What follows belongs to an exercise in optimizing a design on an open flow for small area and a short achievable clock period; a production flow would make more cautious choices.
The RTL was checked by simulation tests, not by an equivalence proof against the original design.
Power figures rest on the tool's default switching activity, not on a simulated workload.

==> flow/design.v <==
package wave_capture_pkg;
   typedef enum logic [1:0] {
      IDLE    = 2'd0,
      ARMED   = 2'd1,
      CAPTURE = 2'd2,
      FULL    = 2'd3
   } cap_state_e;
   localparam logic [7:0] OFFSET_XOR = 8'h80;
   localparam int         SAMPLE_MSB = 15;
   localparam int         BYTE_W     = 8;
   function automatic logic [BYTE_W-1:0] to_offset(
      input logic [SAMPLE_MSB:0] s
   );
      to_offset = s[SAMPLE_MSB -: BYTE_W] ^ OFFSET_XOR;
   endfunction
   function automatic logic rising_zc(
      input logic [SAMPLE_MSB:0] prev,
      input logic [SAMPLE_MSB:0] cur
   );
      rising_zc = prev[SAMPLE_MSB] & ~cur[SAMPLE_MSB];
   endfunction
endpackage
module wave_capture_ram
#(
   parameter int ADDR_WIDTH = 8
) (
   input  logic                clk_i,
   input  logic                rst_ni,
   input  logic                we_i,       
   input  logic                last_i,     
   input  logic [wave_capture_pkg::BYTE_W-1:0] wdata_i,
   input  logic                publish_i,  
   input  logic [ADDR_WIDTH-1:0] raddr_i,
   output logic [wave_capture_pkg::BYTE_W-1:0] rdata_o
);
   localparam int BW    = wave_capture_pkg::BYTE_W;
   localparam int DEPTH = 1 << ADDR_WIDTH;
   logic [BW-1:0]          hold_q;
   logic                   shift_q;
   logic [BW*(DEPTH-1)-1:0] chain_q;    
   logic [BW*DEPTH-1:0]    disp_q;      
   always_ff @(posedge clk_i) begin
      if (we_i) hold_q <= wdata_i;
   end
   always_ff @(posedge clk_i or negedge rst_ni) begin
      if (!rst_ni) shift_q <= 1'b0;
      else         shift_q <= we_i & ~last_i;
   end
   always_ff @(posedge clk_i) begin
      if (shift_q) chain_q <= {hold_q, chain_q[BW*(DEPTH-1)-1:BW]};
   end
   always_ff @(posedge clk_i) begin
      if (publish_i) disp_q <= {hold_q, chain_q};
   end
   localparam int NC0  = 16;           
   localparam int NC1  = 4;            
   logic [7:0]    q0 [NC0];    
   logic [7:0]    q1 [NC1];    
   logic [3:0]    q2;          
   logic [BW-1:0] rdata_d;
   logic [BW-1:0] rdata_q;
   for (genvar c = 0; c < NC0; c++) begin : g_q0
      wc_dec3 u_dec (.a(raddr_i[2:0]), .y(q0[c]));
   end
   for (genvar c = 0; c < NC1; c++) begin : g_q1
      wc_dec3 u_dec (.a(raddr_i[5:3]), .y(q1[c]));
   end
   wc_dec2 u_q2 (.a(raddr_i[7:6]), .y(q2));
   for (genvar b = 0; b < BW; b++) begin : g_bit
      logic [31:0] m1;
      logic [3:0]  m2;
      for (genvar j = 0; j < 32; j++) begin : g_m1
         logic [7:0] d;
         for (genvar v = 0; v < 8; v++) begin : g_d
            assign d[v] = disp_q[BW*(8*j+v) + b];
         end
         wc_mux8oh u (.q(q0[(32*b + j) / 16]), .d(d), .y(m1[j]));
      end
      for (genvar j = 0; j < 4; j++) begin : g_m2
         wc_mux8oh u (.q(q1[b % NC1]), .d(m1[8*j +: 8]), .y(m2[j]));
      end
      wc_mux4oh u_m3 (.q(q2), .d(m2), .y(rdata_d[b]));
   end
   always_ff @(posedge clk_i) begin
      rdata_q <= rdata_d;
   end
   assign rdata_o = rdata_q;
endmodule
module wc_mux8oh (input logic [7:0] q, input logic [7:0] d, output logic y);
   assign y = ~(~((q[0] & d[0]) | (q[1] & d[1])) & ~((q[2] & d[2]) | (q[3] & d[3])) &
                ~((q[4] & d[4]) | (q[5] & d[5])) & ~((q[6] & d[6]) | (q[7] & d[7])));
endmodule
module wc_dec3 (input logic [2:0] a, output logic [7:0] y);
   for (genvar v = 0; v < 8; v++) begin : g_v
      assign y[v] = (a == 3'(v));
   end
endmodule
module wc_mux4oh (input logic [3:0] q, input logic [3:0] d, output logic y);
   assign y = ~(~((q[0] & d[0]) | (q[1] & d[1])) & ~((q[2] & d[2]) | (q[3] & d[3])));
endmodule
module wc_dec2 (input logic [1:0] a, output logic [3:0] y);
   assign y[0] = ~a[1] & ~a[0];
   assign y[1] = ~a[1] &  a[0];
   assign y[2] =  a[1] & ~a[0];
   assign y[3] =  a[1] &  a[0];
endmodule
module wc_nand2 (input logic a, b, output logic y);
   assign y = ~(a & b);
endmodule
module wc_a22oi (input logic a1, a2, b1, b2, output logic y);
   assign y = ~((a1 & a2) | (b1 & b2));
endmodule
module wave_capture
#(
   parameter int ADDR_WIDTH = 8
) (
   input  logic                  clk,
   input  logic                  reset,
   input  logic                  new_sample,
   input  logic [15:0]           sample_in,
   input  logic                  enable,
   input  logic                  frame_sync,
   input  logic [ADDR_WIDTH-1:0] read_addr,
   output logic [7:0]            read_data,
   output logic                  new_wave,
   output logic [1:0]            capture_state
);
   wave_capture_pkg::cap_state_e state_q;
   logic                  prev_neg_q;   
   logic [ADDR_WIDTH-1:0] cnt_q;
   logic                  new_wave_q;
   logic                  zc;
   logic                  tmo;
   logic                  trig;
   logic                  we;
   logic                  last;
   logic                  publish;
   assign zc   = prev_neg_q & ~sample_in[15];
   assign tmo  = &cnt_q;
   assign trig = new_sample & (zc | tmo);
   assign we      = enable & ((state_q == wave_capture_pkg::ARMED) ? trig :
                               (state_q == wave_capture_pkg::CAPTURE) & new_sample);
   assign publish = enable & (state_q == wave_capture_pkg::FULL) & frame_sync;
   assign last = (state_q == wave_capture_pkg::CAPTURE) & tmo;
   always_ff @(posedge clk or negedge reset) begin
      if (!reset) begin
         state_q    <= wave_capture_pkg::IDLE;
         prev_neg_q <= 1'b0;
         new_wave_q <= 1'b0;
      end else begin
         new_wave_q <= publish;
         if (new_sample) begin
            prev_neg_q <= sample_in[15];
         end
         if (!enable) begin
            state_q <= wave_capture_pkg::IDLE;
         end else begin
            unique case (state_q)
               wave_capture_pkg::IDLE:    state_q <= wave_capture_pkg::ARMED;
               wave_capture_pkg::ARMED:   if (trig) state_q <= wave_capture_pkg::CAPTURE;
               wave_capture_pkg::CAPTURE: if (new_sample & tmo) state_q <= wave_capture_pkg::FULL;
               wave_capture_pkg::FULL:    if (frame_sync) state_q <= wave_capture_pkg::ARMED;
               default: state_q <= wave_capture_pkg::IDLE;
            endcase
         end
      end
   end
   always_ff @(posedge clk) begin
      if (enable) begin
         unique case (state_q)
            wave_capture_pkg::IDLE: cnt_q <= '0;
            wave_capture_pkg::ARMED: begin
               if (trig)            cnt_q <= ADDR_WIDTH'(1);
               else if (new_sample) cnt_q <= cnt_q + ADDR_WIDTH'(1);
            end
            wave_capture_pkg::CAPTURE: if (new_sample) cnt_q <= cnt_q + ADDR_WIDTH'(1);
            wave_capture_pkg::FULL:    if (frame_sync) cnt_q <= '0;
            default: begin end
         endcase
      end
   end
   wave_capture_ram #(
      .ADDR_WIDTH(ADDR_WIDTH)
   ) u_ram (
      .clk_i    (clk),
      .rst_ni   (reset),
      .we_i     (we),
      .last_i   (last),
      .wdata_i  (wave_capture_pkg::to_offset(sample_in)),
      .publish_i(publish),
      .raddr_i  (read_addr),
      .rdata_o  (read_data)
   );
   assign new_wave      = new_wave_q;
   assign capture_state = state_q;
endmodule
export LEC_CHECK = 0
export CAP_MARGIN = 20
export CORE_MARGIN = 2
export CORE_UTILIZATION = 80
export CTS_BUF_LIST = sky130_fd_sc_hd__clkbuf_16
export CTS_CLUSTER_DIAMETER = 100
export CTS_CLUSTER_SIZE = 20
export SETUP_SLACK_MARGIN = 2.7
export SLEW_MARGIN = 20
export SYNTH_HIERARCHICAL = 1
export SYNTH_MINIMUM_KEEP_SIZE = 0
create_clock -name core_clock -period 5.0 [get_ports {clk}]
run.sh (not shown) runs the stock make flow with config.mk's settings and CLKGATE_MAP_FILE= SYNTH_SCRIPT=/design/flow/synth_recipe.tcl, a recipe that flattens the netlist after the stock synthesis.
The starting point completed without violations.
Then changed:
CORE_UTILIZATION = 75   (was 80)
The changed run completed without violations.
Power went down slightly.
Setup slack gets better by 0.33 ns.
Via count drops by roughly a tenth.
Maximum frequency grows by roughly a tenth.
First-iteration DRC count decreases by well over a third.
Core utilization came out lower by 6.2 points.
Then changed:
SETUP_SLACK_MARGIN = 2.5   (was 2.7)
Outcome:
- critical path depth went up by 8
- hold slack hardly moves
- area after synthesis is unchanged
- core utilization went down by 0.97 points
- cell count went down by 1.0%
- cell area went down by 1.2%
- non-clock buffer count went down by 86
- power went down by 0.45%

---

== job 101 ==
wave_capture, a different RTL version from the one above (not shown whole).
Size: roughly 5600 cells after synthesis, about 4100 flip-flops, roughly 0.14 mm^2 of cells after synthesis.
## wave_capture
module wave_capture
#(
   parameter int ADDR_WIDTH = 8
) (
   input  logic                  clk,
   input  logic                  reset,
   input  logic                  new_sample,
   input  logic [15:0]           sample_in,
   input  logic                  enable,
   input  logic                  frame_sync,
   input  logic [ADDR_WIDTH-1:0] read_addr,
   output logic [7:0]            read_data,
   output logic                  new_wave,
   output logic [1:0]            capture_state
);
   wave_capture_pkg::cap_state_e state_q;
   logic                  prev_neg_q;   
   logic [ADDR_WIDTH-1:0] cnt_q;
   logic                  new_wave_q;
   logic                  zc;
   logic                  tmo;
   logic                  trig;
   logic                  we;
   logic                  last;
   logic                  publish;
   assign zc   = prev_neg_q & ~sample_in[15];
   assign tmo  = &cnt_q;
   assign trig = new_sample & (zc | tmo);
   assign we      = enable & ((state_q == wave_capture_pkg::ARMED) ? trig :
                               (state_q == wave_capture_pkg::CAPTURE) & new_sample);
   assign publish = enable & (state_q == wave_capture_pkg::FULL) & frame_sync;
   assign last = (state_q == wave_capture_pkg::CAPTURE) & tmo;
   always_ff @(posedge clk or negedge reset) begin
      if (!reset) begin
         state_q    <= wave_capture_pkg::IDLE;
         prev_neg_q <= 1'b0;
         new_wave_q <= 1'b0;
      end else begin
         new_wave_q <= publish;
         if (new_sample) begin
            prev_neg_q <= sample_in[15];
         end
         if (!enable) begin
            state_q <= wave_capture_pkg::IDLE;
         end else begin
            unique case (state_q)
               wave_capture_pkg::IDLE:    state_q <= wave_capture_pkg::ARMED;
  ...
clock: 5.0 ns
lec_check: 0
cap_margin: 20
core_margin: 2
core_utilization: 40
slew_margin: 20
Job 101 went all the way through synthesis, placement and routing and the layout is clean on timing, DRC and antenna.
The inputs of job 104 differ from those of job 101 as listed below.
- swapping 40 for 75 in CORE_UTILIZATION
- putting CTS_BUF_LIST at sky130_fd_sc_hd__clkbuf_16 where nothing was set
- putting SETUP_SLACK_MARGIN at 2.6 where nothing was set
- putting CTS_CLUSTER_DIAMETER at 100 where nothing was set
- putting CTS_CLUSTER_SIZE at 25 where nothing was set
[summary]
- Delta (job 104 minus job 101): area overhead of the layout relative to synthesis down 6.2 points; total placed instance area shrank by 1.9%; first-pass GRT wire length climbed 0.30%; area of the core shows a reduction of 0.16 mm^2; power lower.
- For the count of clock-buffer cells in the layout, job 104 came in 272 lower than job 101 did.
- From job 101 to job 104, area share of fa/ha/maj cells after synthesis did not move at all.
- Job 104 reports a higher share of power burned in registers than job 101 does.
- Looking only at overall routing resource usage, and setting everything else aside, the lower value of job 104 and job 101 goes to job 101.
- In the final reports, the cell area of job 104 is smaller than that of job 101.
- As far as post-route antenna net violation count goes, job 101 and job 104 are indistinguishable; the numbers are identical.

---

build 65:
wave_capture, a different RTL version from the one above (not shown whole).
Size: about 6,100 cells after synthesis, roughly 4,100 flip-flops, about 40 I/O pins.
Settings: LEC_CHECK=0, CAP_MARGIN=20, CORE_MARGIN=2, CORE_UTILIZATION=40, SETUP_SLACK_MARGIN=2.5, SLEW_MARGIN=20; clock period 5.0 ns.
Build 65 finished all stages; the layout is clean.
Setup changes, build 65 to build 89
- setting CTS_BUF_LIST to sky130_fd_sc_hd__clkbuf_16 for the first time
- setting CTS_CLUSTER_DIAMETER to 100 for the first time
- changing SETUP_SLACK_MARGIN from 2.5 to 3.0
- setting CTS_CLUSTER_SIZE to 25 for the first time
- changing CORE_UTILIZATION from 40 to 75
### Flow results
Compared to build 65, build 89 has worst ir drop on vdd 44% higher. On total power: between build 89 and build 65, it ends up lower for build 89. Row final critical-path setup slack: build 89 lower / build 65 higher. Lower share of the cycle needed by the critical path after routing among build 89 and build 65: build 65. The count of cell instances traversed by the critical path in build 89 was higher than what build 65 gave. Build 65 reports its capture point of the critical path as u_ram.rdata_q[5] while build 89 reports u_ram.rdata_q[4]. Build 89 ends up with a minimum clock period after layout that is 0.093 ns higher than in build 65. Build 65 → build 89: relative slew slack increased 4.2 points, met1 track demand over resource picked up an extra 26 points.
Relative to build 89, the following input files were edited for build 61:
- SETUP_SLACK_MARGIN: 3.0 -> 2.6
==> summary.txt <==
- Build 61: no failed stages, no open violations at the end
- Between build 89 and build 61, the flow reports mean number of vias per cell decreasing by a few percent.
- Comparing build 61 against build 89, there is no change at all in number of placement rows.
- The final reports for build 61 and build 89 show final area lower in the former.
- Build 61 consumes less power than build 89 does.
- Post-cts repair resize count (build 61 vs. build 89) decreases by more than a quarter
- Build 61 reports a higher tightest hold margin than build 89 does.

---

Setup of lane 1:
Another version of the RTL of wave_capture (not shown whole).
Size: roughly 4100 flip-flops, ~40 I/O pins, about 140000 um2 of cells after synthesis.
Design wave_capture, start of the top module:
module wave_capture
#(
   parameter int ADDR_WIDTH = 8
) (
   input  logic                  clk,
   input  logic                  reset,
   input  logic                  new_sample,
   input  logic [15:0]           sample_in,
   input  logic                  enable,
   input  logic                  frame_sync,
   input  logic [ADDR_WIDTH-1:0] read_addr,
   output logic [7:0]            read_data,
   output logic                  new_wave,
   output logic [1:0]            capture_state
);
==> flow/config.mk <==
export PLATFORM = sky130hd
export DESIGN_NAME = wave_capture
export DESIGN_NICKNAME = wave_capture
export VERILOG_FILES = /design/flow/design.v
export SDC_FILE = /design/flow/constraint.sdc
export NUM_CORES = 4
export LEC_CHECK = 0
export CAP_MARGIN = 20
export CORE_MARGIN = 2
export CORE_UTILIZATION = 75
export CTS_BUF_LIST = sky130_fd_sc_hd__clkbuf_16
export CTS_CLUSTER_DIAMETER = 100
export CTS_CLUSTER_SIZE = 20
export SETUP_SLACK_MARGIN = 2.7
export SLEW_MARGIN = 20
==> flow/constraint.sdc <==
create_clock -name core_clock -period 5.0 [get_ports {clk}]
set_input_delay 1.0000 -clock core_clock [delete_from_list [all_inputs] [get_ports {clk}]]
set_output_delay 1.0000 -clock core_clock [all_outputs]
set_load 0.01 [all_outputs]
What lane 2 does differently from lane 1 at the input level:
- SETUP_SLACK_MARGIN: 2.7 -> 2.6
- CTS_CLUSTER_SIZE: 20 -> 25
Notes after the runs:
Lane 2 against lane 1: first-iteration DRC count now sits lower, final net count now sits lower, overall power consumption now sits lower, met1 demand-to-capacity share in global routing now sits lower. Compared with lane 1, lane 2 supports a higher clock frequency. Against lane 1 as the reference, lane 2 delivers a lower via count of the first global-routing pass. When the final numbers for lane 1 and lane 2 were put side by side, the depth of the most critical reg-to-reg path turned out to be smaller in lane 2. [lane 2] sequential share of cell area rose 1.3 points relative to lane 1. Worst-case hold slack up 0.022 ns in lane 2 wrt lane 1. Lane 2 against lane 1: post-cts gate resize count moved down, non-clock buffer count went down 64.

---

Setup of before:
wave_capture, a different RTL version from the one above (not shown whole).
For scale: roughly 6,000 cells after synthesis, roughly 4,100 flip-flops, about 40 I/O pins, roughly 0.14 sq mm of cells after synthesis.
Settings: LEC_CHECK=0, CAP_MARGIN=20, CORE_MARGIN=2, CORE_UTILIZATION=75, CTS_BUF_LIST=sky130_fd_sc_hd__clkbuf_16, CTS_CLUSTER_DIAMETER=100, CTS_CLUSTER_SIZE=20, SETUP_SLACK_MARGIN=2.9, SLEW_MARGIN=20, SYNTH_HIERARCHICAL=1, SYNTH_MINIMUM_KEEP_SIZE=0; clock period 5.0 ns.
before completed every stage of the flow, and the final layout passed the timing, design-rule and antenna checks.
Here is what was changed in the inputs of after compared with before.
- SETUP_SLACK_MARGIN: 2.9 -> 2.7
[summary]
- The clock share of power of after and that of before are within noise of each other.
- [compare] base=before new=after: synthesis-to-finish area growth down 1.2 points, insertion delay to the later sink of the worst-skew pair has decreased, area occupied by multi-input gates decreased 1.5%, post-layout worst setup margin saw an increase, sequential cell area share climbed 0.88 points.

[afterwards: timing with drivers on the ports]
How much do the figures lean on ideal ports? The routed layouts below were timed once more, with nothing changed but the port constraints. Step 1 (the two cells are an assumption about what drives the block):
set clk [get_ports {clk}]
set_driving_cell -lib_cell sky130_fd_sc_hd__clkbuf_16 $clk
set_driving_cell -lib_cell sky130_fd_sc_hd__buf_2 [delete_from_list [all_inputs] $clk]
Step 2, shift: input delay + t, output delay - t, t = (earliest + latest rising clock arrival at the registers) / 2. This alone moves slack from input paths to output paths. Slacks: ideal ports / drivers / drivers and shift; pairs: ideal ports / drivers.
run	t (ns)	slack for setup (ns)	worst hold slack (ns)	worst setup path at the end	latest minus earliest clock arrival (ns)
the first run of note 1	0.983	2.250 / 1.876 / 0.893	0.349 / 0.278 / 0.418	input to register	0.053 / 0.052
the second run of note 1	0.962	2.581 / 2.261 / 1.300	0.355 / 0.279 / 0.432	input to register	0.034 / 0.035
the third run of note 1	0.953	2.483 / 2.260 / 1.307	0.355 / 0.290 / 0.430	input to register	0.034 / 0.034
job 101	1.018	1.442 / 1.513 / 0.495	0.296 / 0.225 / 0.395	input to register	0.089 / 0.089
job 104	0.938	2.493 / 2.179 / 1.241	0.381 / 0.329 / 0.430	input to register	0.034 / 0.034
build 65	0.982	2.167 / 1.966 / 0.984	0.366 / 0.291 / 0.418	input to register	0.059 / 0.060
build 89	0.972	2.075 / 1.930 / 0.957	0.343 / 0.291 / 0.429	input to register	0.044 / 0.043
build 61	0.954	2.142 / 1.971 / 1.017	0.347 / 0.284 / 0.430	input to register	0.039 / 0.039
lane 1	0.972	2.451 / 2.356 / 1.457	0.348 / 0.282 / 0.425	input to register	0.037 / 0.037
lane 2	0.944	2.471 / 2.379 / 1.469	0.370 / 0.304 / 0.427	input to register	0.039 / 0.039
before	0.956	2.405 / 2.091 / 1.135	0.359 / 0.292 / 0.425	input to register	0.048 / 0.047
after	0.948	2.495 / 2.218 / 1.270	0.363 / 0.301 / 0.418	input to register	0.033 / 0.033
After both steps every run listed still meets setup and hold. For the first run of note 1, which loses most, drivers alone change the setup slack by -0.374 ns; drivers and shift together by -1.357 ns.
